Source: an optimization exercise on an open RTL-to-GDS flow (aim: small area, a short achievable clock period and few clock cycles). Production flows keep margins and buffers that such runs may drop. RTL that was checked went through simulation tests only; none was proved equivalent to the original.

==> inputs of job 6020 <==
==> flow/design.v (excerpt) <==
module idea_dec_keygen (
  input  logic         clk,
  input  logic         rst,
  input  logic         start,
  input  logic [127:0] key_in,
  output logic         busy,
  output logic         done,
  output logic         key_valid,
  input  logic [5:0]   rd_addr,
  output logic [15:0]  rd_data
);
  localparam int NU   = 3;          
  localparam int CAP  = 3;          
  localparam int NINV = 18;
  localparam logic [16:0] P = 17'h10001;
  logic [127:0]      key_q;
  logic [51:0][15:0] zq;    
  logic [51:0][15:0] zi;    
  for (genvar g = 0; g < 7; g++) begin : g_rot
    localparam int A = (25 * g) % 128;
    wire [255:0] dq = {key_q, key_q};
    wire [255:0] di = {key_in, key_in};
    wire [127:0] rq = dq[255-A -: 128];
    wire [127:0] ri = di[255-A -: 128];
    for (genvar j = 0; j < 8; j++) begin : g_w
      if (8 * g + j < 52) begin : g_v
        assign zq[8*g+j] = rq[127-16*j -: 16];
        assign zi[8*g+j] = ri[127-16*j -: 16];
      end
    end
  end
  function automatic int zidx(input int m);
    zidx = (m % 2 == 0) ? 48 - 6 * (m / 2) : 51 - 6 * (m / 2);
  endfunction
  function automatic logic [16:0] ext(input logic [15:0] w);
    ext = {w == 16'd0, w};
  endfunction
  typedef logic [72:0] st_t;
  function automatic logic [2:0] tzc(input logic [16:0] x);   
    tzc = 3'd1;
    if (CAP > 1 && !x[1]) begin
      tzc = 3'd2;
      if (CAP > 2 && !x[2]) begin
        tzc = 3'd3;
        if (CAP > 3 && !x[3]) tzc = 3'd4;
      end
    end
  endfunction
  function automatic st_t kstep(input st_t a);
    logic [16:0] u, v, r, s, x, y;
    logic [4:0]  k;
    logic [17:0] d1, d2;
    logic [16:0] sum;
    logic [2:0]  tx, ty;
    logic        ue, ve, au, bv;
    {u, v, r, s, k} = a;
    d1  = {1'b0, u} - {1'b0, v};
    d2  = {1'b0, v} - {1'b0, u};
    sum = r + s;
    ue  = !u[0];
    ve  = !v[0];
    au  = ue || (!ve && d2[17]);           
    bv  = !ue && (ve || d1[17]);           
    x   = ue ? u : d1[16:0];
    y   = ve ? v : d2[16:0];
    tx  = tzc(x);
    ty  = tzc(y);
    if (au) begin
      u = x >> tx;
      r = ue ? r : sum;
      s = s << tx;
      k = k + 5'(tx);
    end else if (bv) begin
      v = y >> ty;
  ...
==> flow/config.mk <==
export PLATFORM = sky130hd
export DESIGN_NAME = idea_dec_keygen
export DESIGN_NICKNAME = idea_dec_keygen
export VERILOG_FILES = /design/flow/design.v
export SDC_FILE = /design/flow/constraint.sdc
export NUM_CORES = 4
export LEC_CHECK = 0
export ABC_CLOCK_PERIOD_IN_PS = 5000
export CAP_MARGIN = 20
export CORE_MARGIN = 2
export CORE_UTILIZATION = 40
export SETUP_SLACK_MARGIN = 5
export SLEW_MARGIN = 20
==> flow/constraint.sdc <==
create_clock -name core_clock -period 12.0 [get_ports {clk}]
set_input_delay 2.4000 -clock core_clock [delete_from_list [all_inputs] [get_ports {clk}]]
set_output_delay 2.4000 -clock core_clock [all_outputs]
set_load 0.01 [all_outputs]
run.sh (not shown) runs the stock make flow with config.mk's settings and CLKGATE_MAP_FILE= SYNTH_SCRIPT=/design/flow/synth_recipe.tcl, a recipe that flattens the netlist after the stock synthesis.
==> job 7945: changes against job 6020 <==
--- a/flow/design.v
+++ b/flow/design.v
@@ -10,29 +10,28 @@
   output logic [15:0]  rd_data
 );
   localparam int NU   = 3;          
   localparam int CAP  = 3;          
   localparam int NINV = 18;
   localparam logic [16:0] P = 17'h10001;
   logic [127:0]      key_q;
-  logic [51:0][15:0] zq;    
   logic [51:0][15:0] zi;    
   for (genvar g = 0; g < 7; g++) begin : g_rot
     localparam int A = (25 * g) % 128;
-    wire [255:0] dq = {key_q, key_q};
     wire [255:0] di = {key_in, key_in};
-    wire [127:0] rq = dq[255-A -: 128];
     wire [127:0] ri = di[255-A -: 128];
     for (genvar j = 0; j < 8; j++) begin : g_w
       if (8 * g + j < 52) begin : g_v
-        assign zq[8*g+j] = rq[127-16*j -: 16];
         assign zi[8*g+j] = ri[127-16*j -: 16];
       end
     end
   end
+  function automatic logic [6:0] zoff(input int i);
+    zoff = 7'((25 * (i / 8) + 16 * (i % 8)) % 128);
+  endfunction
   function automatic int zidx(input int m);
     zidx = (m % 2 == 0) ? 48 - 6 * (m / 2) : 51 - 6 * (m / 2);
   endfunction
   function automatic logic [16:0] ext(input logic [15:0] w);
     ext = {w == 16'd0, w};
   endfunction
   typedef logic [72:0] st_t;
@@ -98,14 +97,15 @@
   assign accept = start && !busy_q && !done_q;
   logic [NU-1:0][72:0] st_q, st_d;
   logic [NU-1:0][4:0]  slot_q;
   logic [NU-1:0]       act_q, term, gnt;
   logic [4:0]          nxt_q;       
   logic [16:0]         opn_q;       
   logic [16:0]         opn_nx;
+  logic [15:0]         kwin;        
   logic [NINV-1:0][15:0] inv_q;
   logic                any_g, more, fin;
   logic [16:0]         g_r;
   logic [4:0]          g_k, g_slot;
   logic                g_neg;
   logic                f_val, f_fin, f_neg;
   logic [16:0]         f_r;
@@ -128,17 +128,15 @@
         g_k    = st_q[j][4:0];
         g_slot = slot_q[j];
       end
       any_g = any_g || term[j];
       if (act_q[j] && !gnt[j]) fin = 1'b0;
     end
     fix = fixup(f_r, f_k, f_neg);
-    opn_nx = '0;
-    for (int m = 0; m < NINV; m++)
-      if (nxt_q + 5'd1 == 5'(m)) opn_nx = ext(zq[zidx(m)]);
+    opn_nx = ext(kwin);
     for (int j = 0; j < NU; j++)
       st_d[j] = kstep((gnt[j] && more) ? {P, opn_q, 17'd0, 17'd1, 5'd0} : st_q[j]);
   end
   always_ff @(posedge clk) begin
     if (rst) begin
       busy_q <= 1'b0;
       done_q <= 1'b0;
@@ -186,39 +184,91 @@
     f_r    <= g_r;
     f_k    <= g_k;
     f_neg  <= g_neg;
     f_slot <= g_slot;
     for (int m = 0; m < NINV; m++)
       if (f_val && f_slot == 5'(m) && !rst) inv_q[m] <= fix;
   end
-  logic [51:0][15:0] tbl;
-  logic [51:0]       neg;
-  for (genvar a = 0; a < 52; a++) begin : g_tbl
-    localparam int R  = a / 6;
-    localparam int E  = a % 6;
-    localparam int S  = 48 - 6 * R;
-    localparam bit OE = (R == 0) || (R == 8);
-    assign neg[a] = (E == 1) || (E == 2);
-    if (E == 0)      assign tbl[a] = inv_q[2*R];
-    else if (E == 1) assign tbl[a] = zq[OE ? S + 1 : S + 2];
-    else if (E == 2) assign tbl[a] = zq[OE ? S + 2 : S + 1];
-    else if (E == 3) assign tbl[a] = inv_q[2*R+1];
-    else if (E == 4) assign tbl[a] = zq[S - 2];
-    else             assign tbl[a] = zq[S - 1];
-  end
-  logic [15:0] rd_raw, rd_data_q;
-  logic        rd_neg;
+  function automatic int dkz(input int a);
+    int r, e, sb;
+    bit oe;
+    r  = a / 6;
+    e  = a % 6;
+    sb = 48 - 6 * r;
+    oe = (r == 0) || (r == 8);
+    case (e)
+      1:       dkz = oe ? sb + 1 : sb + 2;
+      2:       dkz = oe ? sb + 2 : sb + 1;
+      4:       dkz = sb - 2;
+      default: dkz = sb - 1;
+    endcase
+  endfunction
+  function automatic logic [64*7-1:0] mk_offs();
+    for (int a = 0; a < 64; a++)
+      mk_offs[7*a +: 7] = (a < 52 && a % 3 != 0) ? zoff(dkz(a)) : 7'd0;
+  endfunction
+  function automatic logic [32*7-1:0] mk_opoffs();    
+    for (int m = 0; m < 32; m++)
+      mk_opoffs[7*m +: 7] = (m + 1 < NINV) ? zoff(zidx(m + 1)) : 7'd0;
+  endfunction
+  function automatic logic [63:0] mk_neg();
+    for (int a = 0; a < 64; a++)
+      mk_neg[a] = (a < 52) && (a % 6 == 1 || a % 6 == 2);
+  endfunction
+  function automatic logic [63:0] mk_key();
+    for (int a = 0; a < 64; a++)
+      mk_key[a] = (a < 52) && (a % 3 != 0);
+  endfunction
+  localparam logic [64*7-1:0] OFFS   = mk_offs();
+  localparam logic [32*7-1:0] OPOFFS = mk_opoffs();
+  localparam logic [63:0]     NEGS   = mk_neg();
+  localparam logic [63:0]     KEYS   = mk_key();
+  logic [6:0]   off;
+  logic [142:0] kext;
+  logic [78:0]  s6;
+  logic [46:0]  s5;
+  logic [30:0]  s4;
+  logic [22:0]  s3;
+  logic [18:0]  s2;
+  logic [16:0]  s1;
+  logic [15:0]  inv_rd, rd_raw, rd_data_q;
+  assign off  = busy_q ? OPOFFS[7*nxt_q +: 7] : OFFS[7*rd_addr +: 7];
+  assign kext = {key_q, key_q[127:113]};
+  assign s6   = off[6] ? kext[78:0] : kext[142:64];
+  assign s5   = off[5] ? s6[46:0]   : s6[78:32];
+  assign s4   = off[4] ? s5[30:0]   : s5[46:16];
+  assign s3   = off[3] ? s4[22:0]   : s4[30:8];
+  assign s2   = off[2] ? s3[18:0]   : s3[22:4];
+  assign s1   = off[1] ? s2[16:0]   : s2[18:2];
+  assign kwin = off[0] ? s1[15:0]   : s1[16:1];
   always_comb begin
-    rd_raw = '0;
-    rd_neg = 1'b0;
-    if (rd_addr < 6'd52) begin
-      rd_raw = tbl[rd_addr];
-      rd_neg = neg[rd_addr];
-    end
+    inv_rd = '0;
+    case (rd_addr)
+      6'd0: inv_rd = inv_q[0];
+      6'd3: inv_rd = inv_q[1];
+      6'd6: inv_rd = inv_q[2];
+      6'd9: inv_rd = inv_q[3];
+      6'd12: inv_rd = inv_q[4];
+      6'd15: inv_rd = inv_q[5];
+      6'd18: inv_rd = inv_q[6];
+      6'd21: inv_rd = inv_q[7];
+      6'd24: inv_rd = inv_q[8];
+      6'd27: inv_rd = inv_q[9];
+      6'd30: inv_rd = inv_q[10];
+      6'd33: inv_rd = inv_q[11];
+      6'd36: inv_rd = inv_q[12];
+      6'd39: inv_rd = inv_q[13];
+      6'd42: inv_rd = inv_q[14];
+      6'd45: inv_rd = inv_q[15];
+      6'd48: inv_rd = inv_q[16];
+      6'd51: inv_rd = inv_q[17];
+      default: inv_rd = '0;
+    endcase
+    rd_raw = KEYS[rd_addr] ? kwin : inv_rd;
   end
   always_ff @(posedge clk)
-    rd_data_q <= rd_neg ? 16'd0 - rd_raw : rd_raw;
+    rd_data_q <= NEGS[rd_addr] ? 16'd0 - rd_raw : rd_raw;
   assign busy      = busy_q;
   assign done      = done_q;
   assign key_valid = kv_q;
   assign rd_data   = rd_data_q;
 endmodule
==> impl_metrics.py <==
metrics = {
    "cells_and_area": {
        "multi_input_area_um2": 31410,
        "final_area_um2": 59120,
        "clk_share_pct": 4.967,
        "final_core_utilization_pct": 45.55,
    },
    "yosys": {
        "synth_cell_types": 93,
        "synth_compound_area_share_pct": 21.08,
        "synthTopCellsByCount": "nand2_1, nor2_1, a21oi_1, edfxtp_1, clkbuf_1",
    },
    "die": {
        "die_y_um": 365.9,
        "start_util_pct": 40.36,
    },
    "setup_path": {
        "critPathLaunchType": "register",
        "cp_slowest_cell": "or4b_2",
    },
    "drt": {
        "drt_wl_total_um": 218200,
        "drtIter0Drc": 6435,
        "wl_met2_um": 96570,
    },
    "sta": {
        "rsz0062_at_grt": "false",
        "relSlewSlack_pct": 22.54,
    },
    "status": {
        "status": "no timing/DRC/antenna violations",
    },
    "grt": {
        "antenna_found_initial": 20,
    },
    "worst_hold_path": {
        "min_to": "slot_q[1]$_SDFFE_PP0P_",
    },
}
That was job 6020.
==> impl_metrics.py <==
metrics = {
    "die": {
        "die_y_um": 353.3,
    },
    "yosys": {
        "synth_cell_types": 125,
        "synthTopCellsByCount": "nand2_1, nor2_1, edfxtp_1, a21oi_1, clkbuf_1",
        "synth_compound_area_share_pct": 24.11,
    },
    "drt": {
        "drtIter0Drc": 4730,
    },
    "status": {
        "status": "no timing/DRC/antenna violations",
    },
    "setup_path": {
        "cp_slowest_cell": "a211oi_1",
        "critPathLaunchType": "input port",
    },
    "sta": {
        "relSlewSlack_pct": 27.06,
    },
    "cells_and_area": {
        "multi_input_area_um2": 27680,
        "clk_share_pct": 5.078,
        "final_core_utilization_pct": 45.32,
    },
    "grt": {
        "antenna_found_initial": 9,
    },
}
That was job 7945.
Testbench counts of job 6020, summed over its fixed seeds: cycles 7,962.
Function not checked in job 7945: the RTL went through the layout flow alone.

-- separate check: timing with driven ports --
How much do the figures lean on ideal ports? The routed layouts below were timed once more, with nothing changed but the port constraints.
Step 1: set_driving_cell puts a clkbuf_16 on clk and a buf_2 on each other input, an assumption about the parent block.
Step 2 times the ports against the registers' clock, not the clock port: input delays grow and output delays shrink by t, the midpoint of the rising clock arrivals with the driver on.
Slacks: ideal ports / drivers / drivers and shift; pairs: ideal ports / drivers.
run | t, ns | setup WS [ns] | pins driven straight from the clock port
job 6020 | 0.803 | 5.250 / 5.250 / 4.589 | 1
job 7945 | 0.765 | 5.103 / 5.146 / 4.381 | 1
After both steps setup and hold are still met in every run listed. The setup slack of job 7945, which loses most, moves by +0.043 ns with the drivers and by -0.722 ns with both steps.
